Source: an optimization exercise on an open RTL-to-GDS flow (aim: small area, a short achievable clock period and few clock cycles per item). Production flows keep margins and buffers that such runs may drop. RTL that was checked went through simulation tests only; none was proved equivalent to the original. Function not checked in runs 5 and 6: the RTL went through the layout flow alone. Power figures rest on the tool's default switching activity, not on a simulated workload.

===== flow/flow/run.sh =====
#!/bin/bash
# Standard ORFS layout with two changes: the port buffers are buf_2 cells
# instead of the default delay-buffer cells (every port still gets its own
# buffer), and timing repair aims for 6.5 ns of setup slack.
set -euo pipefail
export BUFFER_PORTS_ARGS="-buffer_cell sky130_fd_sc_hd__buf_2"
bash standard.sh SETUP_SLACK_MARGIN=6.5 synth > synth.log 2>&1
bash standard.sh SETUP_SLACK_MARGIN=6.5 finish > finish.log 2>&1

===== flow/standard.sh =====
#!/bin/bash
# synth_recipe.tcl (not shown) runs the flow's synth.tcl, then flattens the netlist and writes it again
# the make line also repeats each setting of config.mk as NAME=value (left out here)
make -C /OpenROAD-flow-scripts/flow DESIGN_CONFIG=/design/flow/config.mk WORK_HOME=/design/flow/orfs CLKGATE_MAP_FILE= SYNTH_SCRIPT=/design/flow/synth_recipe.tcl "${@:-finish}"

===== flow/config.mk =====
export PLATFORM = sky130hd
export DESIGN_NAME = compact_number_encoder
export DESIGN_NICKNAME = compact_number_encoder
export VERILOG_FILES = /design/flow/design.v
export SDC_FILE = /design/flow/constraint.sdc
export NUM_CORES = 4
export LEC_CHECK = 0
export CAP_MARGIN = 20
export CORE_MARGIN = 2
export CORE_UTILIZATION = 40
export SLEW_MARGIN = 20

===== flow/constraint.sdc =====
create_clock -name core_clock -period 9.0 [get_ports {i_clk}]
set_input_delay 1.8000 -clock core_clock [delete_from_list [all_inputs] [get_ports {i_clk}]]
set_output_delay 1.8000 -clock core_clock [all_outputs]
set_load 0.01 [all_outputs]

===== flow/design.v =====
package cne_pkg;
    localparam int NUM_TAGS = 6;
    localparam int MAX_BYTES = 9;
    localparam logic [2:0] REG_TAG_ZERO     = 3'd0;
    localparam logic [2:0] REG_TAG_ONE      = 3'd1;
    localparam logic [2:0] REG_TAG_INTEGER  = 3'd2;
    localparam logic [2:0] REG_TAG_HALF     = 3'd3;
    localparam logic [2:0] REG_TAG_SINGLE   = 3'd4;
    localparam logic [2:0] REG_TAG_DOUBLE   = 3'd5;
    typedef struct packed {
        logic [7:0] zero;
        logic [7:0] one;
        logic [7:0] integ;
        logic [7:0] half;
        logic [7:0] single;
        logic [7:0] dbl;
    } t_tags;
endpackage
module cne_front (
    input  logic                i_clk,
    input  logic                i_func,
    input  logic [31:0]         i_int_value,
    input  logic [63:0]         i_real_bits,
    input  logic                i_is_double,
    input  cne_pkg::t_tags      i_tags,
    input  logic [63:0]         i_req,
    output logic [63:0]         o_req,
    output logic                o_last1,
    output logic [7:0]          o_byte0,
    output logic [63:0]         o_pay,
    output logic [3:0]          o_rem,
    output logic                o_cy,
    output logic                o_inv
);
    logic        ds;
    logic [10:0] de;
    logic [51:0] dm;
    logic [5:0]  de6;
    logic [63:0] dw;
    assign ds = i_real_bits[63];
    assign de = i_real_bits[62:52];
    assign dm = i_real_bits[51:0];
    assign de6 = de[5:0];
    assign dw = {31'd0, 1'b1, dm[51:20]};
    logic [5:0] d_amt, d_amt1, d_amt_i, d_amt_s;
    logic       d_imode;
    assign d_amt_i = 6'd30 - de6;
    assign d_amt_s = 6'd9 - de6;
    assign d_imode = (de >= 11'd1022);
    assign d_amt = d_imode ? d_amt_i : d_amt_s;
    assign d_amt1 = 6'd31 - de6;
    logic [63:0] hsel, gsel;
    always_comb begin
        for (int k = 0; k < 64; k++) begin
            hsel[k] = dw[(30 - k) & 63];
            gsel[k] = dw[(9 - k) & 63];
        end
    end
    logic hb, gb;
    assign hb = hsel[de6];
    assign gb = gsel[de6];
    logic [32:0] mki, mks;
    always_comb begin
        for (int k = 0; k < 33; k++) begin
            mki[k] = de6[5] ? ((k < 31) || (k == 31 && !de6[0]))
                            : ((k < 30) && (de6 < 6'(30 - k)));
            mks[k] = (de6 == 6'd0) ? (k < 9) : ((k < 10) || (de6 < 6'(73 - k)));
        end
    end
    logic sti, sts;
    assign sti = (|dm[19:0]) | (|(dw[32:0] & mki));
    assign sts = (|dm[19:0]) | (|(dw[32:0] & mks));
    logic d_zero, d_one;
    assign d_zero = ~|i_real_bits[62:0];
    assign d_one = (i_real_bits == 64'h3ff0000000000000);
    logic d_lt4;
    assign d_lt4 = i_int_value[31] ? (&i_int_value[31:4] & |i_int_value[3:0])
                                   : ~|i_int_value[31:4];
    assign o_req = {i_real_bits[63:32], i_func ? i_real_bits[31:0] : i_int_value};
    logic [63:0] r_bits;
    logic [5:0]  r_amt, r_amt1;
    logic        r_imode;
    logic        r_func, r_dbl, r_zero, r_one, r_hb, r_gb, r_sti, r_sts;
    always_ff @(posedge i_clk) begin
        r_func <= i_func;
        r_amt  <= d_amt;
        r_amt1 <= d_amt1;
        r_imode <= d_imode;
        r_dbl  <= i_is_double;
        r_zero <= d_zero;
        r_one  <= d_one;
        r_hb   <= hb;
        r_gb   <= gb;
        r_sti  <= sti;
        r_sts  <= sts;
    end
    logic r_last;
    always_ff @(posedge i_clk) r_last <= i_func ? (d_zero | d_one) : d_lt4;
    assign o_last1 = r_last;
    assign r_bits = i_req;
    logic        s;
    logic [10:0] e;
    logic [51:0] m;
    logic [31:0] iv;
    assign s = r_bits[63];
    assign e = r_bits[62:52];
    assign m = r_bits[51:0];
    assign iv = r_bits[31:0];
    logic        neg;
    logic [3:0]  lo4;
    logic        lt4, lt12, lt20, lt28;
    logic [2:0]  n0;
    assign neg = iv[31];
    assign lo4 = (iv[3:0] ^ {4{neg}}) + {3'd0, neg};
    assign lt4  = neg ? (&iv[31:4]  & |iv[3:0])  : ~|iv[31:4];
    assign lt12 = neg ? (&iv[31:12] & |iv[11:0]) : ~|iv[31:12];
    assign lt20 = neg ? (&iv[31:20] & |iv[19:0]) : ~|iv[31:20];
    assign lt28 = neg ? (&iv[31:28] & |iv[27:0]) : ~|iv[31:28];
    assign n0 = lt4 ? 3'd0 : lt12 ? 3'd1 : lt20 ? 3'd2 : lt28 ? 3'd3 : 3'd4;
    logic [32:0] yi;
    logic [23:0] ys;
    assign yi = {1'b1, m[51:20]} >> ((r_imode && !r_hb) ? r_amt1 : r_amt);
    assign ys = yi[23:0];
    logic exact, r_w8, r_int, r_half;
    always_comb begin
        if (&e) exact = ~|m;                                       
        else if (e >= 11'd897 && e <= 11'd1150) exact = ~|m[28:0];   
        else if (e >= 11'd872 && e <= 11'd896) exact = ~r_gb & ~r_sts;  
        else exact = 1'b0;                                         
    end
    assign r_w8 = r_dbl & ~exact;
    assign r_int = (e >= 11'd1023) && (e <= 11'd1053) && !r_hb && !r_sti
                   && ((e <= 11'd1042) || (r_dbl && |m[28:0]));
    assign r_half = (e >= 11'd1022) && (e <= 11'd1052) && r_hb && !r_sti
                    && ((e <= 11'd1041) || (r_dbl && |m[28:0]));
    logic        e_max, nrm, ovf, sub;
    logic [30:0] f_pre;
    logic        rup;
    assign e_max = &e;
    assign nrm = (e >= 11'd897) && (e <= 11'd1150);
    assign ovf = (e >= 11'd1151) && !e_max;
    assign sub = (e >= 11'd872) && (e <= 11'd896);
    always_comb begin
        f_pre = 31'd0;
        rup = 1'b0;
        if (e_max) begin
            f_pre = {8'hff, |m, m[50:29]};
        end else if (nrm) begin
            f_pre = {~e[7], e[6:0], m[51:29]};
            rup = m[28] & ((|m[27:0]) | m[29]);
        end else if (ovf) begin
            f_pre = {8'hff, 23'd0};
        end else if (sub) begin
            f_pre = {8'd0, ys[23:1]};
            rup = ys[0] & (r_sts | ys[1]);
        end
    end
    logic [31:0] mag;
    logic [2:0]  nhi, nhh;
    logic [3:0]  ri, rh;
    assign mag = yi[31:0];
    assign nhi = (e < 11'd1027) ? 3'd0 : (e < 11'd1035) ? 3'd1 : (e < 11'd1043) ? 3'd2
               : (e < 11'd1051) ? 3'd3 : 3'd4;
    assign nhh = (e < 11'd1026) ? 3'd0 : (e < 11'd1034) ? 3'd1 : (e < 11'd1042) ? 3'd2
               : (e < 11'd1050) ? 3'd3 : 3'd4;
    assign ri = (e < 11'd1027) ? 4'd1 : (e < 11'd1035) ? 4'd2 : (e < 11'd1043) ? 4'd3
              : (e < 11'd1051) ? 4'd4 : 4'd5;
    assign rh = (e < 11'd1026) ? 4'd1 : (e < 11'd1034) ? 4'd2 : (e < 11'd1042) ? 4'd3
              : (e < 11'd1050) ? 4'd4 : 4'd5;
    always_comb begin
        o_pay = r_bits;
        o_cy = 1'b0;
        o_inv = 1'b0;
        if (!r_func) begin
            o_byte0 = {~neg, n0, lo4};
            o_pay[31:0] = {{4{neg}}, iv[31:4]};
            o_rem = {1'b0, n0};
            o_cy = neg & ~|iv[3:0];
            o_inv = neg;
        end else if (r_zero) begin
            o_byte0 = i_tags.zero;
            o_rem = 4'd0;
        end else if (r_one) begin
            o_byte0 = i_tags.one;
            o_rem = 4'd0;
        end else if (r_int || r_half) begin
            o_byte0 = r_half ? i_tags.half : i_tags.integ;
            o_pay[39:0] = {4'd0, mag[31:4], ~s, r_half ? nhh : nhi, mag[3:0]};
            o_rem = r_half ? rh : ri;
        end else if (!r_w8) begin
            o_byte0 = i_tags.single;
            o_pay[31:0] = {s, f_pre};
            o_rem = 4'd4;
            o_cy = rup;
        end else begin
            o_byte0 = i_tags.dbl;
            o_rem = 4'd8;
        end
    end
endmodule
module cne_back (
    input  logic           i_clk,
    input  logic           i_rst_n,
    input  logic           i_acc,
    input  logic [63:0]    i_req,
    input  logic           i_first,
    output logic [63:0]    o_req,
    input  logic [7:0]     i_byte0,
    input  logic [63:0]    i_pay,
    input  logic [3:0]     i_rem,
    input  logic           i_cy,
    input  logic           i_inv,
    output logic           o_near,
    output logic           o_strobe,
    output logic [7:0]     o_out_byte,
    output logic           o_last_byte
);
    logic [63:0] r_sh;
    logic [3:0]  r_rem;
    logic        r_cy;
    logic        r_inv;
    logic [7:0]  x;
    assign o_near = (r_rem[3:1] == 3'd0);
    assign x = r_sh[7:0] ^ {8{r_inv}};
    always_ff @(posedge i_clk) begin
        if (!i_rst_n) begin
            r_rem <= 4'd0;
            o_strobe <= 1'b0;
        end else if (i_first) begin
            r_rem <= i_rem;
            o_strobe <= 1'b1;
        end else begin
            if (r_rem != 4'd0) r_rem <= r_rem - 4'd1;
            o_strobe <= (r_rem != 4'd0);
        end
    end
    always_ff @(posedge i_clk) begin
        if (i_first) begin
            o_out_byte <= i_byte0;
            o_last_byte <= (i_rem == 4'd0);
            r_cy <= i_cy;
            r_inv <= i_inv;
        end else begin
            o_out_byte <= x + {7'd0, r_cy};
            o_last_byte <= (r_rem == 4'd1);
            r_cy <= r_cy & (&x);
        end
        if (i_acc) r_sh <= {i_req[55:0], i_req[63:56]};
        else if (i_first) r_sh <= i_pay;
        else r_sh <= {r_sh[7:0], r_sh[63:8]};
    end
    assign o_req = {r_sh[7:0], r_sh[63:8]};
endmodule
module compact_number_encoder (
    input  logic                i_clk,
    input  logic                i_rst_n,
    input  logic                start,
    output logic                busy,
    input  logic                i_func,
    input  logic signed [31:0]  i_int_value,
    input  logic [63:0]         i_real_bits,
    input  logic                i_is_double,
    output logic                o_strobe,
    output logic [7:0]          o_out_byte,
    output logic                o_last_byte,
    input  logic                psel,
    input  logic                penable,
    input  logic                pwrite,
    input  logic [4:0]          paddr,
    input  logic [31:0]         pwdata,
    output logic [31:0]         prdata,
    output logic                pready
);
    cne_pkg::t_tags r_tags;
    logic [7:0]     r_rd;
    logic [7:0]     byte0;
    logic [63:0]    pay, req_in, req_q;
    logic [3:0]     rem;
    logic           cy, inv;
    logic           r_v1, acc, last1, near;
    assign pready = 1'b1;
    always_ff @(posedge i_clk) begin
        if (!i_rst_n) begin
            r_tags <= {8'd0, 8'd1, 8'd2, 8'd3, 8'd4, 8'd5};
        end else if (psel && penable && pwrite) begin
            case (paddr[4:2])
                cne_pkg::REG_TAG_ZERO:    r_tags.zero   <= pwdata[7:0];
                cne_pkg::REG_TAG_ONE:     r_tags.one    <= pwdata[7:0];
                cne_pkg::REG_TAG_INTEGER: r_tags.integ  <= pwdata[7:0];
                cne_pkg::REG_TAG_HALF:    r_tags.half   <= pwdata[7:0];
                cne_pkg::REG_TAG_SINGLE:  r_tags.single <= pwdata[7:0];
                cne_pkg::REG_TAG_DOUBLE:  r_tags.dbl    <= pwdata[7:0];
                default: ;
            endcase
        end
    end
    always_ff @(posedge i_clk) begin
        case (paddr[4:2])
            cne_pkg::REG_TAG_ZERO:    r_rd <= r_tags.zero;
            cne_pkg::REG_TAG_ONE:     r_rd <= r_tags.one;
            cne_pkg::REG_TAG_INTEGER: r_rd <= r_tags.integ;
            cne_pkg::REG_TAG_HALF:    r_rd <= r_tags.half;
            cne_pkg::REG_TAG_SINGLE:  r_rd <= r_tags.single;
            cne_pkg::REG_TAG_DOUBLE:  r_rd <= r_tags.dbl;
            default:                  r_rd <= 8'd0;
        endcase
    end
    assign prdata = {24'd0, r_rd};
    always_ff @(posedge i_clk) begin
        if (!i_rst_n) r_v1 <= 1'b0;
        else r_v1 <= acc;
    end
    assign busy = r_v1 ? !last1 : !near;
    assign acc = start && !busy;
    cne_front u_front (
        .i_clk       (i_clk),
        .i_func      (i_func),
        .i_int_value (i_int_value),
        .i_real_bits (i_real_bits),
        .i_is_double (i_is_double),
        .i_tags      (r_tags),
        .i_req       (req_q),
        .o_req       (req_in),
        .o_last1     (last1),
        .o_byte0     (byte0),
        .o_pay       (pay),
        .o_rem       (rem),
        .o_cy        (cy),
        .o_inv       (inv)
    );
    cne_back u_back (
        .i_clk       (i_clk),
        .i_rst_n     (i_rst_n),
        .i_acc       (acc),
        .i_req       (req_in),
        .i_first     (r_v1),
        .o_req       (req_q),
        .i_byte0     (byte0),
        .i_pay       (pay),
        .i_rem       (rem),
        .i_cy        (cy),
        .i_inv       (inv),
        .o_near      (near),
        .o_strobe    (o_strobe),
        .o_out_byte  (o_out_byte),
        .o_last_byte (o_last_byte)
    );
endmodule

==> results of run 1 <==
## worst max-delay path: stages (launching register included)
cell and delay, ns:
dfxtp_2 0.39, nor4_4 0.39, nand3_2 0.20, buf_6 0.16, buf_6 0.11, buf_6 0.11
buf_4 0.13, nand3b_1 0.25, buf_4 0.21, a31o_4 0.29, buf_4 0.17, a21oi_4 0.16
o21ai_0 0.15, a311o_1 0.35, a21oi_1 0.14
## power groups by stage
stage	sequential (W)	clock, W	combinational [W]
final	0.00150	0.000734	0.00263
after global routing	0.00148	0.000764	0.00273
after CTS	0.00140	0.000728	0.00223
after detailed placement	0.00137	0	0.00165
after global placement	0.00137	0	0.00164
after floorplan	0.00108	0	0.00134
## routing by layer
| metal | global-route usage [%] | wire length [um] |
|---|---|---|
| met1 | 48.4 | 25700 |
| met2 | 57.3 | 29000 |
| met3 | 10.4 | 8140 |
| met4 | 21.2 | 5030 |
| met5 | 0 | 0 |
## through the flow
stage          cells  hold WS (ns)  worst slack [ns]  area (um2)  util, %
2_1_floorplan   1666         0.447              5.49       13600        -
3_3_place_gp    2059         0.461              4.43       13600     43.5
3_5_place_dp    2059         0.468              4.42       13600     43.5
4_1_cts         2258         0.488              5.75       17900     57.2
5_1_grt         2315         0.519              5.74       19300     61.4
6_report        2318         0.488              5.70       19300     61.4
## worst max path at each step
stage	from	to	slack, ns	depth (start not counted)
6_report	u_back.r_sh[15]	u_back.r_sh[5]	5.70	14
5_1_grt	u_back.r_rem[3]	busy	5.74	3
2_1_floorplan	i_real_bits[53]	u_front.r_sts	5.49	8
4_1_cts	u_back.r_rem[3]	busy	5.75	3
3_3_place_gp	i_real_bits[53]	u_front.r_sts	4.43	8
3_5_place_dp	i_real_bits[53]	u_front.r_sts	4.42	8
## kinds of logic after synthesis
logic type      Yosys count  share of synthesized area, %
compound gates          527                          28.5
xor+xnor                 25                          1.72
fa+ha+maj                12                          1.16
buf+inv                 190                          7.23
flops                   159                          25.2
mux                     171                          14.7
other cells               2                        0.0592
simple gates            557                          21.5
## cells in the final DEF, fill, tap and decap left out, types with 16 or more instances in the layout
| master | synthesis | routed |
|---|---|---|
| nand2_1 | 187 | 172 |
| buf_4 | 34 | 144 |
| mux2i_1 | 140 | 117 |
| dfxtp_1 | 158 | 114 |
| buf_2 | 31 | 104 |
| nor2_1 | 103 | 75 |
| a21oi_1 | 115 | 72 |
| buf_6 | 5 | 67 |
| nor2b_1 | 61 | 59 |
| a211oi_2 | 2 | 46 |
| o21ai_0 | 91 | 42 |
| o21ai_1 | 2 | 36 |
| a21oi_2 | 1 | 36 |
| a211oi_1 | 85 | 32 |
| nand3_1 | 43 | 30 |
| inv_1 | 32 | 27 |
| dfxtp_2 | 0 | 26 |
| conb_1 | 2 | 25 |
| nand4_1 | 24 | 24 |
| nor4_1 | 37 | 22 |
| o22ai_1 | 34 | 22 |
| a22oi_1 | 25 | 21 |
| buf_12 | 0 | 20 |
| nor3_1 | 34 | 19 |
| clkbuf_16 | 0 | 19 |
| dfxtp_4 | 0 | 18 |
| mux2_2 | 21 | 17 |
| nor2_2 | 2 | 16 |
| nor2_4 | 1 | 16 |
| a31oi_1 | 20 | 16 |
## registers in the layout (all words and copies together) (netlist names)
register            flops
u_front.r_sti           1
u_back.r_rem            4
r_tags                 48
u_front.r_amt1          6
u_front.r_imode         1
u_front.r_hb            1
u_back.o_out_byte       8
u_front.r_dbl           1
r_v1                    1
u_front.r_amt           6
u_front.r_last          1
u_front.r_sts           1
u_front.r_gb            1
u_back.o_last_byte      1
r_rd                    8
u_back.r_inv            1
u_front.r_zero          1
u_front.r_one           1
u_back.r_cy             1
u_back.r_sh            64
u_back.o_strobe         1
u_front.r_func          1
## timing repair
action | CTS | global route
gates cloned | 18 | 2
setup buffers | 149 | 55
gates resized for setup | 489 | 170
endpoints found under the setup margin | 151 | 119
pin swaps | 144 | 106
## layout make-up
type / count / share of cell area (%)
multi-input combinational: 1319 / 57.7
sequential: 159 / 17.1
tap: 402 / 2.61
inverter: 34 / 0.890
antenna: 3 / 0.0390
timing repair buffer: 369 / 18.7
clock inverter: 14 / 0.701
clock buffer: 18 / 2.28
==> summary.txt, run 1 <==
status=complete, no violations; leak pwr=7.27 nW; CTS sink cnt=159; share of cells above drive strength 1=44.0%; DRC violations left=0; # fillers=2563; Max Clk Rate=0.303 GHz; CP required=9.39 ns; CP Max Fanout=8; Peak VDD IR=0.169 mV; Worst R2R Start=u_back.r_sh[15]; insertion delay to the later sink of the worst-skew pair=0.46 ns; Tot GR Track Use=37.8%; Final Hold Fails=0; count leader, synth=nand2_1; total number of vias=16133; max_cap viols=0; Die Ht=182 um; Min-Delay Endpoint=r_tags[25]; hold path start=r_tags[25]; CTS tree=yes; syn avg cell area=7.73 um2; final worst-path cycle share=36.7%; hold buffer count at cts=0; Die X-Extent=182 um; Yosys reg bits=159; Post-synth EDFFs=1; Reg2Reg Depth=14; GPL Wtd Cong=1.05; reg2reg setup slack=5.70 ns; area of the multi-input gates=11100 um2; total power=0.00487 W; Synth area leaders=dfxtp_1 (25%), mux2i_1 (11%), nand2_1 (5.5%); count of final setup violators=0; worst slew pin tran=1.24 ns; register area share after synthesis=25.2%; part of the power in registers=30.8%; Routed Antenna Nets=0; Startpoint Class=flip-flop; Mapped Cells=1643; num rows=65; R2R Path End=u_back.r_sh[5]; CTS buffer count=17; Int Power=0.00242 W; first-pass GRT wire length=94.9 mm; DR pass1 iterations=14; # IOs=185; hpwl dp=41.0 mm; final wirelength=67.9 mm; vias in the first global route=14841; Hold Path Class=flip-flop to flip-flop; Area Growth Syn to Fin=51.8%; Reg clk slew, reported paths=0.08 ns; Final Max Slew Viols=0; ys flop type=dfxtp_1; commonest cells in the netlist=nand2_1 (187), dfxtp_1 (158), mux2i_1 (140); die footprint=33200 um2; Syn. warnings=3; setup_tns=0 ns; Pwr per Cell Area=253 nW/um2; Setup crit end kind=flip-flop; initial antenna violation count=3; switching share of power=50.4%; clock buffer depth=2; Mapped Area=12700 um2; skew final=0.0138 ns; htree depth=4; Slew Limit Headroom=17.5%; fin crit period=3.30 ns; Remaining Overflow, GRT=0; 1st-iter DRT viols=2642; Reg area=3290 um2; post-synth top area cell=dfxtp_1; core area=31400 um2; routed vias/inst=6.96; RSZ-0062 raised after global routing=yes; Gate power share=54.1%; count of cell types in the netlist=95; hold-critical path depth=2; CTS Root Buffer Type=clkbuf_16; post-synth top area share=24.9%; drt wl/cell=29.3 um; Crit Path Class=flip-flop to flip-flop; largest net degree at the start of global routing=71; Post-synth ARST share=0%; Clk pwr share=15.1%; Port Buffers=133; Psw=0.00245 W; Nets=2052; Initial Util=40.4%; Arr. time, crit path=3.69 ns
Testbench counts, summed over its fixed seeds: cycles 14,733, items 3,200.
==> run 2: changes to the inputs <==
==> flow/flow/run.sh (replaced) <==
#!/bin/bash
# Standard ORFS layout with two changes: the port buffers are buf_2 cells
# instead of the default delay-buffer cells (every port still gets its own
# buffer), and timing repair aims for 5.6 ns of setup slack.
set -euo pipefail
export BUFFER_PORTS_ARGS="-buffer_cell sky130_fd_sc_hd__buf_2"
bash standard.sh SETUP_SLACK_MARGIN=5.6 synth > synth.log 2>&1
bash standard.sh SETUP_SLACK_MARGIN=5.6 finish > finish.log 2>&1
==> summary.txt, run 2 <==
status=complete, no violations; Post-synth ARST share=0% (unchanged); Slew Limit Headroom=30.6% (+13 points); vias in the first global route=12983 (-13%); CTS buffer count=17 (unchanged); post-layout util=45.9% (-16 points); count leader, synth=nand2_1; clock buffer depth=2 (unchanged); skew final=0.0151 ns (+0.00131 ns); Post-synth EDFFs=1 (unchanged); final worst-path cycle share=39.1% (+2.4 points); Initial Util=40.4% (unchanged); register area share after synthesis=25.2% (unchanged); hpwl dp=41.4 mm (+0.94%); most frequent cells in the layout=nand2_1 (184), dfxtp_1 (150), mux2i_1 (133), buf_2 (129), a21oi_1 (114); Peak VDD IR=0.319 mV (+89%); Setup crit end kind=flip-flop; routed vias/inst=6.66 (-4.2%); most frequent CP cell=nor2_1; worst slew pin tran=1.03 ns (-0.204 ns); CP endpoint=u_front.r_sts; insertion delay to the later sink of the worst-skew pair=0.44 ns (-0.02 ns); Reg clk slew, reported paths=0.08 ns (about the same); Nets=1850 (-9.8%); Worst R2R Start=u_back.r_sh[17]; # IOs=185 (unchanged); Levels on crit path=9 (-5); Mapped Cells=1643 (unchanged); post-synth top area share=24.9% (unchanged); 1st-iter DRT viols=1971 (-25%); DR pass1 iterations=6 (-8); most common cell after layout, fill and taps aside=nand2_1; ys flop type=dfxtp_1; CP peak stage delay=0.43 ns (+0.04 ns); Hold Path Class=flip-flop to flip-flop; CP Max Fanout=10 (+2); most flop-heavy register=u_back.r_sh; met2 usage=49.2% (-8.1 points); slowest CP cell=nor4_2; Crit Path Class=primary input to flip-flop; # fillers=3211 (+25%); drt wl/cell=26.8 um (-8.7%); share of cells above drive strength 1=18.4% (-26 points); dpl cells=2064 (+0.24%); Area Growth Syn to Fin=13.4%; Mapped Area=12700 um2 (unchanged); Crit path buffers/inverters=3 (-3); biggest registers after layout=u_back.r_sh x64, r_tags x48; worst path cell trace=buf_2 > clkinvlp_4 > buf_4 > nor2_1 > nand3_1 > a221oi_4 > nor2_1 > nor4_2 > o2111ai_1; Tot GR Track Use=33.2% (-4.6 points); Arr. time, crit path=3.81 ns (+0.12 ns); final wirelength=56.5 mm (-17%); Reg area=3210 um2 (-2.7%); setup_tns=0 ns (unchanged); number of flip-flops under the largest register name=64 (unchanged); CTS sink cnt=159 (unchanged); GPL Wtd Cong=1.02 (-2.8%); Reg2Reg Depth=9 (-5); worst setup path startpoint=i_real_bits[56]; met1 Resource Use GR=46.4% (-2.0 points); total number of vias=14083 (-13%); R2R Path End=u_back.r_sh[21]; count of final setup violators=0 (unchanged); Die Ht=182 um (unchanged); Pwr per Cell Area=264 nW/um2 (+4.6%); htree depth=4 (unchanged); CTS tree=yes; commonest cells in the netlist=nand2_1 (187), dfxtp_1 (158), mux2i_1 (140); first-pass GRT wire length=83.5 mm (-12%); DRC violations left=0 (unchanged); post-synth top area cell=dfxtp_1; syn avg cell area=7.73 um2 (unchanged); Final Hold Fails=0 (unchanged); count of cell types in the netlist=95 (unchanged); Most Crowded Layer GR=met2; Final Max Slew Viols=0 (unchanged); reg2reg setup slack=5.64 ns (-0.06 ns); Remaining Overflow, GRT=0 (unchanged); final hold slack=0.507 ns (+0.0194 ns); CP required=9.29 ns (-0.10 ns); area of the multi-input gates=8920 um2 (-20%); leak pwr=5.44 nW (-25%); core area=31400 um2 (unchanged); Max Clk Rate=0.284 GHz (-6.2%); Die X-Extent=182 um (unchanged); Syn. warnings=3 (unchanged); CTS Root Buffer Type=clkbuf_16; RSZ-0062 raised after global routing=yes; largest net degree at the start of global routing=71 (unchanged); Port Buffers=133 (unchanged); GR Util met3=7.04% (-3.4 points); Routed Antenna Nets=0 (unchanged); crit-path leading delay family=simple AND/OR/NAND/NOR gates; non-filler cells in the finished layout=2113 (-8.8%); Synth area leaders=dfxtp_1 (25%), mux2i_1 (11%), nand2_1 (5.5%); num rows=65 (unchanged); die footprint=33200 um2 (unchanged); ANT cells=0 (-3); max_cap viols=0 (unchanged); initial antenna violation count=0 (-3); Yosys reg bits=159 (unchanged); hold path start=r_tags[0]; Startpoint Class=primary input; fin crit period=3.52 ns (+0.218 ns)
-- run 2: cell counts after synthesis --
Identical to the previous run, type by type.
-- run 2: where the power goes --
group / internal [W] / total (W) / leakage (nW) / switching (W)
combinational: 0.000625 / 0.00167 / 3.82 / 0.00105
clock: 0.000386 / 0.000731 / 0.296 / 0.000345
sequential: 0.000911 / 0.00140 / 1.32 / 0.000488
total: 0.00192 / 0.00380 / 5.44 / 0.00188
-- run 2: cell type report --
type | instances | share of cell area [%]
Clock buffer | 18 | 3.13
Clock inverter | 14 | 0.991
Sequential cell | 159 | 22.3
Inverter | 34 | 1.04
Multi-Input combinational cell | 1318 | 62.0
Tap cell | 402 | 3.49
Timing Repair Buffer | 168 | 7.10
-- run 2: per-layer routing --
metal | vias up | wire length, um
met3 | 165 | 6330
met5 | - | 0
li1 | 6262 | -
met1 | 6677 | 24000
met2 | 979 | 23600
met4 | 0 | 2640
-- run 2: logic make-up after synthesis --
kind of cell,share of synthesized area [%]
XOR/XNOR,1.72
buffers and inverters,7.23
AO/OA/AOI/OAI,28.5
adder cells (fa/ha/maj),1.16
flip-flops,25.2
AND/OR/NAND/NOR,21.5
multiplexers,14.7
other,0.0592
-- run 2: worst min path at each step --
stage	end	slack [ns]	cells past startpoint
after floorplan	u_back.r_inv	0.46	0
after global placement	r_tags[2]	0.47	2
after detailed placement	r_tags[2]	0.49	2
after CTS	r_tags[2]	0.50	2
after global routing	r_tags[2]	0.54	2
final	r_tags[0]	0.51	2
-- run 2: through the flow --
step | total power (W) | setup WS, ns | area [um2]
after floorplan | 0.00229 | 5.49 | 12900
final | 0.00380 | 5.48 | 14400
after CTS | 0.00369 | 5.47 | 14200
after detailed placement | 0.00293 | 4.25 | 13400
after global placement | 0.00293 | 4.23 | 13400
after global routing | 0.00396 | 5.46 | 14400
-- run 2: what timing repair did --
action,CTS,global route
pin swaps,4,5
resized for setup,37,33
endpoints found under the setup margin,60,52
cloned,1,1
setup buffers,11,4
hold buffers,0,0
-- run 2: worst register-to-register path, stage by stage (launching register included) --
cell and delay [ns]:
dfxtp_1 0.39, nor4_1 0.47, nand3_2 0.25, o41a_1 0.46
o211a_1 0.35, nor2_4 0.28, nand3_4 0.21, a211oi_2 0.40
o32ai_1 0.13, a221o_1 0.32
==> run 3: changes to the inputs <==
--- a/flow/config.mk
+++ b/flow/config.mk
@@ -11 +11,2 @@
 export SLEW_MARGIN = 20
+export TNS_END_PERCENT = 5
==> summary.txt, run 3 <==
status=complete, no violations; crit-path leading delay family=simple AND/OR/NAND/NOR gates; Levels on crit path=7 (-2); Clk pwr share=19.6% (+0.4 points); 1st-iter DRT viols=1951 (-1.0%); # fillers=3194 (-0.53%); initial antenna violation count=0 (unchanged); Area Growth Syn to Fin=14.1%; commonest cells in the netlist=nand2_1 (187), dfxtp_1 (158), mux2i_1 (140); largest net degree at the start of global routing=71 (unchanged); CTS sink cnt=159 (unchanged); CP required=9.31 ns (+0.02 ns); die footprint=33200 um2 (unchanged); # IOs=185 (unchanged); final wirelength=57.1 mm (+1.0%); number of flip-flops under the largest register name=64 (unchanged); Psw=0.00189 W (+0.64%); count of final setup violators=0 (unchanged); hold buffer count at cts=0 (unchanged); post-layout util=46.1% (+0.26 points); final worst slack=5.56 ns (+0.0808 ns); count of cell types in the netlist=95 (unchanged); switching share of power=49.4% (-0.093 points); hold-critical path depth=2 (unchanged); Slew Limit Headroom=34.4% (+3.8 points); RSZ-0062 raised after global routing=yes; clock buffer depth=2 (unchanged); core area=31400 um2 (unchanged); CTS Root Buffer Type=clkbuf_16; num rows=65 (unchanged); Pwr per Cell Area=265 nW/um2 (+0.25%); Final Max Slew Viols=0 (unchanged); first-pass GRT wire length=84.3 mm (+1.0%); final hold slack=0.503 ns (-0.00422 ns); worst path cell trace=buf_6 > inv_2 > or4_4 > a221oi_4 > nor2_1 > nor4_2 > o2111ai_1; Routed Antenna Nets=0 (unchanged); leak pwr=5.48 nW (+0.72%); Max Clk Rate=0.291 GHz (+2.3%); most flop-heavy register=u_back.r_sh; Mapped Cells=1643 (unchanged); Die Ht=182 um (unchanged); hpwl dp=41.8 mm (+1.0%); Arr. time, crit path=3.75 ns (-0.06 ns); skew final=0.0240 ns (+0.00887 ns); GPL Wtd Cong=0.988 (-2.8%); DRC violations left=0 (unchanged); Place WS=4.46 ns (+0.211 ns); Peak VDD IR=0.220 mV (-31%); Synth area leaders=dfxtp_1 (25%), mux2i_1 (11%), nand2_1 (5.5%); htree depth=4 (unchanged); Hold Path Class=flip-flop to flip-flop; drt wl/cell=26.9 um (+0.52%); final worst-path cycle share=38.2% (-0.90 points); vias in the first global route=13128 (+1.1%); Int Power=0.00194 W (+1.0%); count leader, synth=nand2_1; max_cap viols=0 (unchanged); ANT cells=0 (unchanged); Startpoint Class=primary input; Crit Path Class=primary input to flip-flop; Remaining Overflow, GRT=0 (unchanged); Reg2Reg Depth=10 (+1); CTS tree=yes; CP peak stage delay=0.53 ns (+0.10 ns); insertion delay to the later sink of the worst-skew pair=0.47 ns (+0.03 ns); Setup crit end kind=flip-flop; biggest registers after layout=u_back.r_sh x64, r_tags x48; routed vias/inst=6.69 (+0.34%); Nets=1860 (+0.54%); DR pass1 iterations=8 (+2); total number of vias=14198 (+0.82%); syn avg cell area=7.73 um2 (unchanged); Initial Util=40.4% (unchanged); fin crit period=3.44 ns (-0.0808 ns); Post-synth ARST share=0% (unchanged); slowest CP cell=or4_4; Crit path buffers/inverters=2 (-1); Post-synth EDFFs=1 (unchanged); Die X-Extent=182 um (unchanged); Reg clk slew, reported paths=0.07 ns (about the same); Gate power share=43.4% (-0.6 points); Syn. warnings=3 (unchanged); post-synth top area cell=dfxtp_1; CP Max Fanout=25 (+15); register area share after synthesis=25.2% (unchanged); post-synth top area share=24.9% (unchanged); Port Buffers=133 (unchanged); most frequent cells in the layout=nand2_1 (185), dfxtp_1 (152), mux2i_1 (132), buf_2 (127), a21oi_1 (113); part of the power in registers=37.1% (+0.3 points); Mapped Area=12700 um2 (unchanged); setup_tns=0 ns (unchanged); Final Hold Fails=0 (unchanged); worst slew pin tran=0.984 ns (-0.0478 ns); Tot GR Track Use=33.7% (+0.56 points); share of cells above drive strength 1=18.7% (+0.30 points); CTS buffer count=17 (unchanged); Yosys reg bits=159 (unchanged); most common cell after layout, fill and taps aside=nand2_1; ys flop type=dfxtp_1
run 3: cell types whose count changed in the layout (fill, tap and decap cells not counted), sizes merged:
| cell | previous run | this run |
|---|---|---|
| clkinvlp | 2 | 4 |
| bufbuf | 0 | 1 |
| bufinv | 0 | 1 |
| inv | 40 | 41 |
| clkbuf | 21 | 20 |
| buf | 165 | 176 |
| clkinv | 6 | 1 |
run 3: layout make-up:
type | instances | area [um2] | share of cell area (%)
timing repair buffer | 178 | 1100 | 7.62
inverter | 34 | 150 | 1.04
clock inverter | 13 | 140 | 0.968
tap | 402 | 503 | 3.47
sequential | 159 | 3200 | 22.1
clock buffer | 19 | 453 | 3.13
multi-input combinational | 1318 | 8930 | 61.7
run 3: worst paths after layout:
path / start / endpoint / slack (ns)
max reg2reg: u_back.r_sh[63] / u_back.r_sh[14] / 5.60
min reg2reg: r_tags[25] / r_tags[25] / 0.50
max: i_real_bits[55] / u_front.r_sts / 5.56
min: r_tags[25] / r_tags[25] / 0.50
run 3: metrics by stage:
stage | total power (W) | instance area [um2] | cells
finish | 0.00384 | 14500 | 2123
global route | 0.00398 | 14500 | 2123
detailed placement | 0.00294 | 13400 | 2065
floorplan | 0.00229 | 12900 | 1666
CTS | 0.00371 | 14200 | 2114
global placement | 0.00294 | 13400 | 2064
run 3: worst reg2reg max path: cells and delay by family (launching register included):
family | cells | cell delay [ns]
compound gates | 7 | 2.08
buf+inv | 1 | 0.21
flops | 1 | 0.61
simple gates | 2 | 0.38
run 3: routing by layer:
metal | up-vias | GRT usage (%) | share of wire [%]
met5 | - | 0 | 0
met3 | 168 | 7.16 | 11
li1 | 6293 | - | -
met4 | 0 | 13.8 | 4.1
met1 | 6766 | 47.7 | 43
met2 | 971 | 49.5 | 42
run 3: cells by family (layout without fill, tap and decap cells):
kind of cell / Yosys count / in the layout / share of synthesized area [%]
AND/OR/NAND/NOR: 557 / 558 / 21.5
XOR/XNOR: 25 / 25 / 1.72
flip-flops: 159 / 159 / 25.2
AO/OA/AOI/OAI: 527 / 527 / 28.5
adder cells (fa/ha/maj): 12 / 12 / 1.16
buffers and inverters: 190 / 244 / 7.23
other: 2 / 25 / 0.0592
multiplexers: 171 / 171 / 14.7
run 3: timing repair:
action	4_1_cts	5_1_grt
setup endpoints to repair	41	50
hold endpoints to repair	0	0
gates resized for setup	21	50
cloned	2	0
buffers inserted	15	9
pin swaps	8	8
run 3: power by group through the flow:
stage	registers [W]	logic, W	clock network, W
after floorplan	0.00107	0.00122	0
after CTS	0.00136	0.00159	0.000758
after global placement	0.00138	0.00156	0
after global routing	0.00141	0.00179	0.000785
final	0.00142	0.00166	0.000750
after detailed placement	0.00138	0.00156	0
==> run 4: changes to the inputs <==
==> flow/flow/run.sh (replaced) <==
#!/bin/bash
# Standard ORFS layout with two changes: the port buffers are buf_1 cells
# instead of the default delay-buffer cells (every port still gets its own
# buffer), and timing repair aims for 6 ns of setup slack.
set -euo pipefail
export BUFFER_PORTS_ARGS="-buffer_cell sky130_fd_sc_hd__buf_1"
bash standard.sh SETUP_SLACK_MARGIN=6 synth > synth.log 2>&1
bash standard.sh SETUP_SLACK_MARGIN=6 finish > finish.log 2>&1
==> summary.txt, run 4 <==
status=complete, no violations; post-synth top area cell=dfxtp_1; Syn. warnings=3 (unchanged); Max Clk Rate=0.295 GHz (+1.5%); die footprint=33200 um2 (unchanged); syn avg cell area=7.73 um2 (unchanged); Nets=1902 (+2.3%); Int Power=0.00199 W (+2.6%); count of cell types in the netlist=95 (unchanged); drt wl/cell=27.3 um (+1.4%); count of final setup violators=0 (unchanged); post-synth top area share=24.9% (unchanged); Crit Path Class=primary input to flip-flop; biggest registers after layout=u_back.r_sh x64, r_tags x48; most common cell after layout, fill and taps aside=nand2_1; Final Hold Fails=0 (unchanged); Psw=0.00200 W (+5.6%); Die X-Extent=182 um (unchanged); Pwr per Cell Area=261 nW/um2 (-1.3%); Startpoint Class=primary input; Tot GR Track Use=34.3% (+0.64 points); Peak VDD IR=0.193 mV (-13%); count leader, synth=nand2_1; hpwl dp=41.4 mm (-0.98%); Arr. time, crit path=3.68 ns (-0.07 ns); CP peak stage delay=0.56 ns (+0.03 ns); Remaining Overflow, GRT=0 (unchanged); Reg clk slew, reported paths=0.08 ns (about the same); # IOs=185 (unchanged); final wirelength=59.0 mm (+3.4%); Final Max Slew Viols=0 (unchanged); Mapped Area=12700 um2 (unchanged); RSZ-0062 raised after global routing=yes; Post-synth EDFFs=1 (unchanged); ys flop type=dfxtp_1; post-layout util=48.7% (+2.5 points); fin crit period=3.39 ns (-0.0512 ns); non-filler cells in the finished layout=2165 (+2.0%); register area share after synthesis=25.2% (unchanged); CTS Root Buffer Type=clkbuf_16; core area=31400 um2 (unchanged); Synth area leaders=dfxtp_1 (25%), mux2i_1 (11%), nand2_1 (5.5%); CP required=9.29 ns (-0.02 ns); Yosys reg bits=159 (unchanged); first-pass GRT wire length=86.4 mm (+2.4%); most frequent cells in the layout=nand2_1 (183), dfxtp_1 (136), mux2i_1 (127), buf_1 (127), a21oi_1 (109); part of the power in registers=36.4% (-0.7 points); setup_tns=0 ns (unchanged); Area Growth Syn to Fin=20.4%; most frequent CP cell=buf_4; total number of vias=14663 (+3.3%); routed vias/inst=6.77 (+1.3%); worst slew pin tran=1.08 ns (+0.0999 ns); htree depth=4 (unchanged); DRC violations left=0 (unchanged); CTS buffer count=17 (unchanged); commonest cells in the netlist=nand2_1 (187), dfxtp_1 (158), mux2i_1 (140); clock buffer depth=2 (unchanged); Crit path buffers/inverters=4 (+2); Die Ht=182 um (unchanged); Hold Path Class=flip-flop to flip-flop; share of cells above drive strength 1=16.8% (-1.8 points); most flop-heavy register=u_back.r_sh; Setup crit end kind=flip-flop; GPL Wtd Cong=1.00 (+1.3%); # fillers=3121 (-2.3%); CP Max Fanout=10 (-60%); initial antenna violation count=0 (unchanged); crit-path leading delay family=simple AND/OR/NAND/NOR gates; switching share of power=50.1% (+0.73 points); num rows=65 (unchanged); number of flip-flops under the largest register name=64 (unchanged); max_cap viols=0 (unchanged); 1st-iter DRT viols=1877 (-3.8%); DR pass1 iterations=6 (-2); hold buffer count at cts=0 (unchanged); ANT cells=0 (unchanged); CTS sink cnt=159 (unchanged); vias in the first global route=13461 (+2.5%); Initial Util=40.4% (unchanged); Gate power share=45.4% (+2.0 points); Port Buffers=133 (unchanged); insertion delay to the later sink of the worst-skew pair=0.45 ns (-0.02 ns); leak pwr=5.46 nW (-0.35%); Post-synth ARST share=0% (unchanged); Clk pwr share=18.3% (-1.3 points); largest net degree at the start of global routing=71 (unchanged); Slew Limit Headroom=27.1% (-7.3 points); Mapped Cells=1643 (unchanged); skew final=0.0159 ns (-0.00809 ns); worst path cell trace=buf_4 > buf_12 > inv_4 > or4_4 > a221oi_4 > buf_4 > nor2_2 > nor4_4 > o2111ai_2; CTS tree=yes; Routed Antenna Nets=0 (unchanged); dpl cells=2070 (+0.24%); final worst-path cycle share=37.7% (-0.57 points); slowest CP cell=or4_4
run 4: cell counts after synthesis:
Identical to the previous run, type by type.
run 4: per-stage QoR:
step           instance area [um2]  hold WS [ns]  total power [W]  worst slack [ns]
2_1_floorplan                12900         0.455          0.00230              5.49
3_5_place_dp                 13200         0.479          0.00293              4.56
6_report                     15300         0.503          0.00399              5.61
4_1_cts                      14700         0.500          0.00378              5.67
3_3_place_gp                 13200         0.472          0.00293              4.53
5_1_grt                      15300         0.524          0.00414              5.57
run 4: per-layer routing:
layer	GRT usage (%)	up-vias	routed length, um
li1	-	6390	-
met1	47.1	6981	23800
met2	50.9	1080	24700
met3	9.30	212	7680
met4	14.0	0	2870
met5	0	-	0
run 4: what timing repair did:
action	4_1_cts	5_1_grt
gates cloned	6	2
pin swaps	17	27
endpoints found under the hold margin	0	0
resized for setup	111	82
setup endpoints to repair	84	85
buffers inserted	32	23
run 4: worst paths after layout:
check	startpoint	endpoint	slack, ns	cells past startpoint
max	i_real_bits[55]	u_front.r_sts	5.61	9
min	r_tags[25]	r_tags[25]	0.50	2
max reg2reg	u_back.r_sh[19]	u_back.o_out_byte[2]	5.81	10
min reg2reg	r_tags[25]	r_tags[25]	0.50	2
run 4: final cells by class:
class / instances / area [um2] / area share [%]
Clock buffer: 17 / 425 / 2.78
Clock inverter: 15 / 168 / 1.10
Inverter: 34 / 155 / 1.02
Multi-Input combinational cell: 1319 / 9320 / 61.0
Sequential cell: 159 / 3240 / 21.2
Tap cell: 402 / 503 / 3.29
Timing Repair Buffer: 219 / 1470 / 9.63
run 4: power groups by stage:
| stage | logic [W] | clock network [W] | registers [W] |
|---|---|---|---|
| after CTS | 0.00166 | 0.000735 | 0.00139 |
| after detailed placement | 0.00156 | 0 | 0.00137 |
| after global routing | 0.00193 | 0.000764 | 0.00145 |
| final | 0.00181 | 0.000729 | 0.00145 |
| after global placement | 0.00156 | 0 | 0.00137 |
| after floorplan | 0.00123 | 0 | 0.00107 |
run 4: cells by family after synthesis:
logic type | Yosys count | share of synthesized area, %
muxes | 171 | 14.7
and+or+nand+nor | 557 | 21.5
xor gates and xnor gates | 25 | 1.72
DFF | 159 | 25.2
buffers and inverters | 190 | 7.23
adders and majority gates | 12 | 1.16
AOI/OAI and AO/OA | 527 | 28.5
other | 2 | 0.0592
run 4: worst min-delay path: cells and delay by family (launching register included):
kind	cells	cell delay, ns
AND/OR/NAND/NOR	1	0.06
multiplexers	1	0.07
flip-flops	1	0.35
==> run 5: changes to the inputs <==
--- a/flow/design.v
+++ b/flow/design.v
@@ -69,5 +69,8 @@
     end
-    logic sti, sts;
-    assign sti = (|dm[19:0]) | (|(dw[32:0] & mki));
-    assign sts = (|dm[19:0]) | (|(dw[32:0] & mks));
+    logic [2:0] sti_p, sts_p;
+    logic [32:0] dwi, dws;
+    assign dwi = dw[32:0] & mki;
+    assign dws = dw[32:0] & mks;
+    assign sti_p = {|dwi[32:22], |dwi[21:11], |dwi[10:0]};
+    assign sts_p = {|dws[32:22], |dws[21:11], |dws[10:0]};
     logic d_zero, d_one;
@@ -82,3 +85,4 @@
     logic        r_imode;
-    logic        r_func, r_dbl, r_zero, r_one, r_hb, r_gb, r_sti, r_sts;
+    logic        r_func, r_dbl, r_zero, r_one, r_hb, r_gb;
+    logic [2:0]  r_sti_p, r_sts_p;
     always_ff @(posedge i_clk) begin
@@ -93,4 +97,4 @@
         r_gb   <= gb;
-        r_sti  <= sti;
-        r_sts  <= sts;
+        r_sti_p <= sti_p;
+        r_sts_p <= sts_p;
     end
@@ -123,2 +127,5 @@
     assign ys = yi[23:0];
+    logic r_sti, r_sts;
+    assign r_sti = (|m[19:0]) | (|r_sti_p);
+    assign r_sts = (|m[19:0]) | (|r_sts_p);
     logic exact, r_w8, r_int, r_half;
==> summary.txt, run 5 <==
Final Hold Fails=0 (unchanged); Die X-Extent=183 um (+0.69%); met3 WL=7.01 mm (-8.8%); part of the power in registers=35.2% (-1.2 points); Post-synth EDFFs=1 (unchanged); most flop-heavy register=u_back.r_sh; CP peak stage delay=0.60 ns (+0.04 ns); Highest Signal Layer=met4; CP required=9.30 ns (about the same); ys flop type=dfxtp_1; vias in the first global route=13598 (+1.0%); DR pass1 iterations=6 (unchanged); most frequent cells in the layout=nand2_1 (172), dfxtp_1 (132), mux2i_1 (126), buf_1 (121), nor2_1 (104); Mapped Cells=1657 (+0.85%); syn avg cell area=7.77 um2 (+0.55%); Crit Path Class=flip-flop to flip-flop; CTS buffer count=17 (unchanged); fin crit period=3.24 ns (-0.150 ns); reg2reg setup slack=5.76 ns (-0.05 ns); routed vias/inst=6.68 (-1.3%); count leader, synth=nand2_1; clock buffer depth=2 (unchanged); Slew Limit Headroom=43.7% (+17 points); post-synth top area cell=dfxtp_1; GPL Wtd Cong=1.03 (+2.9%); number of flip-flops under the largest register name=64 (unchanged); Nets=1930 (+1.5%); # IOs=185 (unchanged); num rows=65 (unchanged); worst slew pin tran=0.838 ns (-0.246 ns); CTS Root Buffer Type=clkbuf_16; slowest CP cell=a311oi_1; total number of vias=14656 (-0.048%); Max Clk Rate=0.309 GHz (+4.6%); Startpoint Class=flip-flop; share of cells above drive strength 1=20.3% (+3.4 points); biggest registers after layout=u_back.r_sh x64, r_tags x48; count of final setup violators=0 (unchanged); Worst R2R Start=u_front.r_hb; Min-Delay Endpoint=r_tags[25]; skew final=0.0155 ns (-0.000427 ns); worst path cell trace=nand2b_4 > buf_12 > a21o_4 > buf_12 > a211oi_1 > nor2_1 > mux2i_2 > o32a_1 > o21ai_0 > a311oi_1 > o22ai_1; initial antenna violation count=0 (unchanged); CTS tree=yes; max_cap viols=0 (unchanged); ANT cells=0 (unchanged); 1st-iter DRT viols=2109 (+12%); register area share after synthesis=25.4% (+0.27 points); CTS sink cnt=163 (+2.5%); Peak VDD IR=0.345 mV (+79%); M1 wire length=24.2 mm (+1.8%); most common cell after layout, fill and taps aside=nand2_1; Port Buffers=133 (unchanged); Mapped Area=12900 um2 (+1.4%); Yosys reg bits=163 (+2.5%); Psw=0.00201 W (+0.72%); post-synth top area share=25.2% (+0.28 points); RSZ-0062 raised after global routing=yes; setup_tns=0 ns (unchanged); status=complete, no violations; Post-synth ARST share=0% (unchanged); non-filler cells in the finished layout=2193 (+1.3%); Syn. warnings=3 (unchanged); Setup crit end kind=flip-flop; Clk pwr share=18.2% (about the same); hpwl dp=41.0 mm (-1.1%); htree depth=4 (unchanged); dpl cells=2095 (+1.2%); Tot GR Track Use=33.4% (-0.94 points); Die Ht=183 um (+0.69%); Remaining Overflow, GRT=0 (unchanged); Synth area leaders=dfxtp_1 (25%), mux2i_1 (10%), nand2_1 (5.3%); DR WL met2=23.7 mm (-3.9%); commonest cells in the netlist=nand2_1 (182), dfxtp_1 (162), mux2i_1 (130); drt wl/cell=26.3 um (-3.6%); Area Growth Syn to Fin=23.7%; largest net degree at the start of global routing=73 (+2.8%); Hold Path Class=flip-flop to flip-flop; Final Max Slew Viols=0 (unchanged); insertion delay to the later sink of the worst-skew pair=0.44 ns (about the same); switching share of power=48.5% (-1.6 points); first-pass GRT wire length=85.1 mm (-1.5%); Reg clk slew, reported paths=0.07 ns (about the same); CP Max Fanout=18 (+8); Reg2Reg Depth=11 (+1); R2R Path End=u_back.r_sh[7]; Arr. time, crit path=3.54 ns (-0.14 ns); most frequent CP cell=buf_12; Pwr per Cell Area=261 nW/um2 (-0.14%); count of cell types in the netlist=90 (-5.3%); core area=31600 um2 (+0.78%); hold path start=r_tags[25]; DRC violations left=0 (unchanged); final worst-path cycle share=36.0% (-1.7 points); final wirelength=57.6 mm (-2.4%); Gate power share=46.6% (+1.2 points); leak pwr=5.77 nW (+5.7%); hold-critical path depth=2 (unchanged); hold buffer count at cts=0 (unchanged); die footprint=33600 um2 (+1.4%); Int Power=0.00214 W (+7.4%); # fillers=3061 (-1.9%); Routed Antenna Nets=0 (unchanged); Initial Util=40.7% (+0.25 points)
## run 5: changes by cell type in the layout (fill, tap and decap cells not counted), moves of 10 or more
| cell | before | now |
|---|---|---|
| a211oi_1 | 76 | 47 |
| a21oi_1 | 109 | 95 |
| a22oi_1 | 23 | 12 |
| buf_4 | 64 | 77 |
| mux4_2 | 10 | 23 |
| nand2_1 | 183 | 172 |
| nand2b_1 | 9 | 28 |
| o211ai_1 | 9 | 23 |
| o21ai_0 | 86 | 96 |
| o221ai_1 | 13 | 25 |
| o22ai_1 | 34 | 16 |
## run 5: layout make-up
type                            count  area [um2]  share of cell area, %
Clock buffer                       19         433                   2.72
Timing Repair Buffer              234        1610                   10.1
Clock inverter                     13         161                   1.01
Sequential cell                   163        3350                   21.0
Multi-Input combinational cell   1323        9690                   60.8
Tap cell                          402         503                   3.16
Inverter                           39         178                   1.12
## run 5: how the worst max path moves through the flow
stage,from,to,slack (ns),depth (start not counted)
after detailed placement,i_real_bits[52],u_front.r_sti_p[2],4.67,9
final,u_front.r_hb,u_back.r_sh[7],5.76,11
after CTS,r_v1,busy,5.77,4
after global routing,i_real_bits[53],u_front.r_sti_p[1],5.70,11
after global placement,u_back.r_sh[0],u_back.r_sh[14],4.71,11
after floorplan,i_real_bits[24],u_front.r_last,5.67,7
## run 5: cells by family after synthesis
group / count (synthesis) / share of synthesized area, %
adder cells (fa/ha/maj): 11 / 1.07
other: 2 / 0.0583
buffers and inverters: 195 / 6.74
multiplexers: 168 / 15.4
AO/OA/AOI/OAI: 512 / 27.2
AND/OR/NAND/NOR: 584 / 22.6
XOR/XNOR: 22 / 1.50
flip-flops: 163 / 25.4
## run 5: critical path, delay by kind of cell (launching register included)
kind,cells,cell delay (ns)
buf+inv,2,0.32
mux,1,0.32
simple gates,2,0.31
flops,1,0.39
compound gates,6,1.75
## run 5: metal layers
metal,GRT usage [%],vias up
met2,48.1,1005
met3,8.10,179
li1,-,6493
met1,47.5,6979
met5,0,-
met4,13.6,0
## run 5: power groups by stage
stage / Clock (W) / Sequential, W / Combinational [W]
6_report: 0.000754 / 0.00146 / 0.00194
5_1_grt: 0.000791 / 0.00146 / 0.00207
4_1_cts: 0.000760 / 0.00140 / 0.00179
3_5_place_dp: 0 / 0.00140 / 0.00162
3_3_place_gp: 0 / 0.00140 / 0.00161
2_1_floorplan: 0 / 0.00111 / 0.00123
## run 5: repair_timing
item	in CTS	in global routing
gates resized for setup	159	106
setup buffers	37	20
pin swaps	15	28
cloned	6	3
setup endpoints to repair	103	104
## run 5: stage by stage
step / util (%) / hold WS (ns) / setup slack, ns / total power (W) / cell area, um2
3_3_place_gp: 43.0 / 0.479 / 4.71 / 0.00301 / 13600
5_1_grt: 50.3 / 0.518 / 5.70 / 0.00432 / 15900
2_1_floorplan: - / 0.454 / 5.67 / 0.00235 / 13100
3_5_place_dp: 43.1 / 0.484 / 4.67 / 0.00302 / 13600
6_report: 50.3 / 0.507 / 5.76 / 0.00415 / 15900
4_1_cts: 48.4 / 0.504 / 5.77 / 0.00396 / 15300
==> run 6: changes to the inputs <==
==> flow/flow/run.sh (replaced) <==
#!/bin/bash
# Standard ORFS layout with two changes: the port buffers are buf_2 cells
# instead of the default delay-buffer cells (every port still gets its own
# buffer), and timing repair aims for 6 ns of setup slack.
set -euo pipefail
export BUFFER_PORTS_ARGS="-buffer_cell sky130_fd_sc_hd__buf_2"
bash standard.sh SETUP_SLACK_MARGIN=6 synth > synth.log 2>&1
bash standard.sh SETUP_SLACK_MARGIN=6 finish > finish.log 2>&1
==> summary.txt, run 6 <==
most flop-heavy register=u_back.r_sh; CTS tree=yes; first-pass GRT wire length=85.0 mm (about the same); Routed Antenna Nets=0 (unchanged); routed vias/inst=6.67 (-0.22%); Post-synth ARST share=0% (unchanged); Final Hold Fails=0 (unchanged); Psw=0.00206 W (+2.2%); Place WS=4.50 ns (-0.169 ns); count leader, synth=nand2_1; Reg area=3350 um2 (+0.11%); core area=31600 um2 (unchanged); max_cap viols=0 (unchanged); Die X-Extent=183 um (unchanged); leak pwr=6.05 nW (+4.8%); Die Ht=183 um (unchanged); post-synth top area share=25.2% (unchanged); final worst slack=5.73 ns (-0.0270 ns); syn avg cell area=7.77 um2 (unchanged); CP required=9.31 ns (about the same); Tot GR Track Use=33.8% (+0.39 points); non-filler cells in the finished layout=2194 (+0.046%); DRC violations left=0 (unchanged); final worst-path cycle share=36.3% (+0.30 points); count of cell types in the netlist=90 (unchanged); CTS buffer count=17 (unchanged); worst slew pin tran=1.04 ns (+0.199 ns); Pwr per Cell Area=263 nW/um2 (+0.70%); # fillers=3043 (-0.59%); Clk pwr share=17.8% (-0.4 points); insertion delay to the later sink of the worst-skew pair=0.45 ns (about the same); reg2reg setup slack=5.73 ns (-0.03 ns); ys flop type=dfxtp_1; Gate power share=47.2% (+0.6 points); 1st-iter DRT viols=2159 (+2.4%); register area share after synthesis=25.4% (unchanged); CTS Root Buffer Type=clkbuf_16; Max Clk Rate=0.306 GHz (-0.83%); hold buffer count at cts=0 (unchanged); CTS sink cnt=163 (unchanged); # IOs=185 (unchanged); final hold slack=0.505 ns (-0.00161 ns); CP Max Fanout=18 (unchanged); biggest registers after layout=u_back.r_sh x64, r_tags x48; Setup crit end kind=flip-flop; Synth area leaders=dfxtp_1 (25%), mux2i_1 (10%), nand2_1 (5.3%); most common cell after layout, fill and taps aside=nand2_1; vias in the first global route=13174 (-3.1%); area of the multi-input gates=9540 um2 (-1.5%); Nets=1931 (+0.052%); setup_tns=0 ns (unchanged); Mapped Area=12900 um2 (unchanged); count of final setup violators=0 (unchanged); die footprint=33600 um2 (unchanged); Area Growth Syn to Fin=23.4%; GPL Wtd Cong=1.03 (-0.15%); most frequent cells in the layout=nand2_1 (175), dfxtp_1 (133), mux2i_1 (128), buf_2 (127), nor2_1 (105); commonest cells in the netlist=nand2_1 (182), dfxtp_1 (162), mux2i_1 (130); fin crit period=3.27 ns (+0.0270 ns); drt wl/cell=26.9 um (+2.5%); Reg clk slew, reported paths=0.08 ns (about the same); status=complete, no violations; dpl cells=2084 (-0.53%); total number of vias=14631 (-0.17%); Peak VDD IR=0.287 mV (-17%); Hold Path Class=flip-flop to flip-flop; final wirelength=59.1 mm (+2.5%); Syn. warnings=3 (unchanged); Crit Path Class=flip-flop to flip-flop; Port Buffers=133 (unchanged); Remaining Overflow, GRT=0 (unchanged); num rows=65 (unchanged); share of cells above drive strength 1=26.0% (+5.7 points); hpwl dp=42.2 mm (+2.9%); htree depth=4 (unchanged); DR pass1 iterations=6 (unchanged); part of the power in registers=35.0% (-0.2 points); Initial Util=40.7% (unchanged); clock buffer depth=2 (unchanged); number of flip-flops under the largest register name=64 (unchanged); Arr. time, crit path=3.58 ns (+0.04 ns); ANT cells=0 (unchanged); total power=0.00417 W (+0.48%); Mapped Cells=1657 (unchanged); skew final=0.0158 ns (+0.000305 ns); largest net degree at the start of global routing=73 (unchanged); Slew Limit Headroom=30.3% (-13 points); Startpoint Class=flip-flop; Yosys reg bits=163 (unchanged); Post-synth EDFFs=1 (unchanged); Int Power=0.00211 W (-1.1%); switching share of power=49.3% (+0.83 points); RSZ-0062 raised after global routing=yes; initial antenna violation count=0 (unchanged); Final Max Slew Viols=0 (unchanged); post-synth top area cell=dfxtp_1
[run 6: path summary, 6_finish.rpt]
check               start               to  cells after the start
min            r_tags[32]       r_tags[32]                      2
max          u_front.r_hb  u_back.r_sh[12]                     11
max reg2reg  u_front.r_hb  u_back.r_sh[12]                     11
min reg2reg    r_tags[32]       r_tags[32]                      2
[run 6: timing repair]
item                                    4_1_cts  5_1_grt
cloned                                        4        4
setup buffers                                22       48
gates resized for setup                     127       83
pin swaps                                    12       31
endpoints found under the setup margin      111      108
[run 6: power by group through the flow]
| stage | sequential [W] | clock [W] | combinational, W |
|---|---|---|---|
| after floorplan | 0.00111 | 0 | 0.00123 |
| after global placement | 0.00140 | 0 | 0.00165 |
| after detailed placement | 0.00140 | 0 | 0.00165 |
| after CTS | 0.00142 | 0.000750 | 0.00178 |
| after global routing | 0.00146 | 0.000776 | 0.00209 |
| final | 0.00146 | 0.000743 | 0.00197 |
[run 6: layout make-up]
type / count / area share, %
Clock buffer: 18 / 2.76
Clock inverter: 14 / 1.00
Inverter: 39 / 1.10
Multi-Input combinational cell: 1322 / 60.1
Sequential cell: 163 / 21.1
Tap cell: 402 / 3.17
Timing Repair Buffer: 236 / 10.8
[run 6: critical path: stages (launching register included)]
cell and delay (ns):
dfxtp_4 0.37, nand2b_2 0.22, buf_12 0.17, a21o_4 0.24
bufbuf_16 0.30, a211oi_1 0.25, nor2_1 0.09, mux2i_1 0.43
o32a_1 0.21, o21ai_0 0.23, o32ai_2 0.44, o21ai_0 0.17
[run 6: routing by layer]
| metal | part of all wire, % | global-route usage, % |
|---|---|---|
| met1 | 43 | 48.7 |
| met2 | 41 | 48.5 |
| met3 | 12 | 7.45 |
| met4 | 4.4 | 13.7 |
| met5 | 0 | 0 |
[run 6: kinds of logic after synthesis]
logic type | after synthesis | synth area share, %
adders and majority gates | 11 | 1.07
muxes | 168 | 15.4
DFF | 163 | 25.4
buffers and inverters | 195 | 6.74
other | 2 | 0.0583
xor gates and xnor gates | 22 | 1.50
AOI/OAI and AO/OA | 512 | 27.2
and+or+nand+nor | 584 | 22.6
[run 6: through the flow]
| stage | instance area, um2 | utilization [%] |
|---|---|---|
| global placement | 13700 | 43.3 |
| floorplan | 13100 | - |
| CTS | 15100 | 47.8 |
| global route | 15900 | 50.2 |
| detailed placement | 13700 | 43.3 |
| finish | 15900 | 50.2 |

## port drivers added, routing unchanged
No port has a modelled driver above. Below, the same layouts with a new extraction and two added sets of constraints. Step 1 assumes that a clkbuf_16 drives the clock port and a buf_2 every other input. Step 2 also shifts input and output timing later by t, the mid clock arrival at the registers, as if the neighbouring blocks saw the same clock. a / b / c = ideal / step 1 / step 2; a / b = the first two.
run | shift t [ns] | setup WS [ns] | worst setup path at the end | clock arrival spread, ns | worst data-port slew with drivers (ns)
run 1 | 0.508 | 5.695 / 5.692 / 5.184 | input to register | 0.016 / 0.016 | 0.17
run 2 | 0.486 | 5.477 / 5.414 / 4.927 | input to register | 0.018 / 0.017 | 0.16
run 3 | 0.508 | 5.558 / 5.563 / 5.055 | input to register | 0.024 / 0.024 | 0.06
run 4 | 0.487 | 5.609 / 5.611 / 5.123 | input to register | 0.017 / 0.017 | 0.05
run 5 | 0.486 | 5.759 / 5.759 / 5.365 | input to register | 0.016 / 0.016 | 0.05
run 6 | 0.494 | 5.732 / 5.732 / 5.338 | input to register | 0.016 / 0.016 | 0.07
After both steps every run listed still meets setup and hold. For run 2, which loses most, drivers alone change the setup slack by -0.063 ns; drivers and shift together by -0.550 ns.
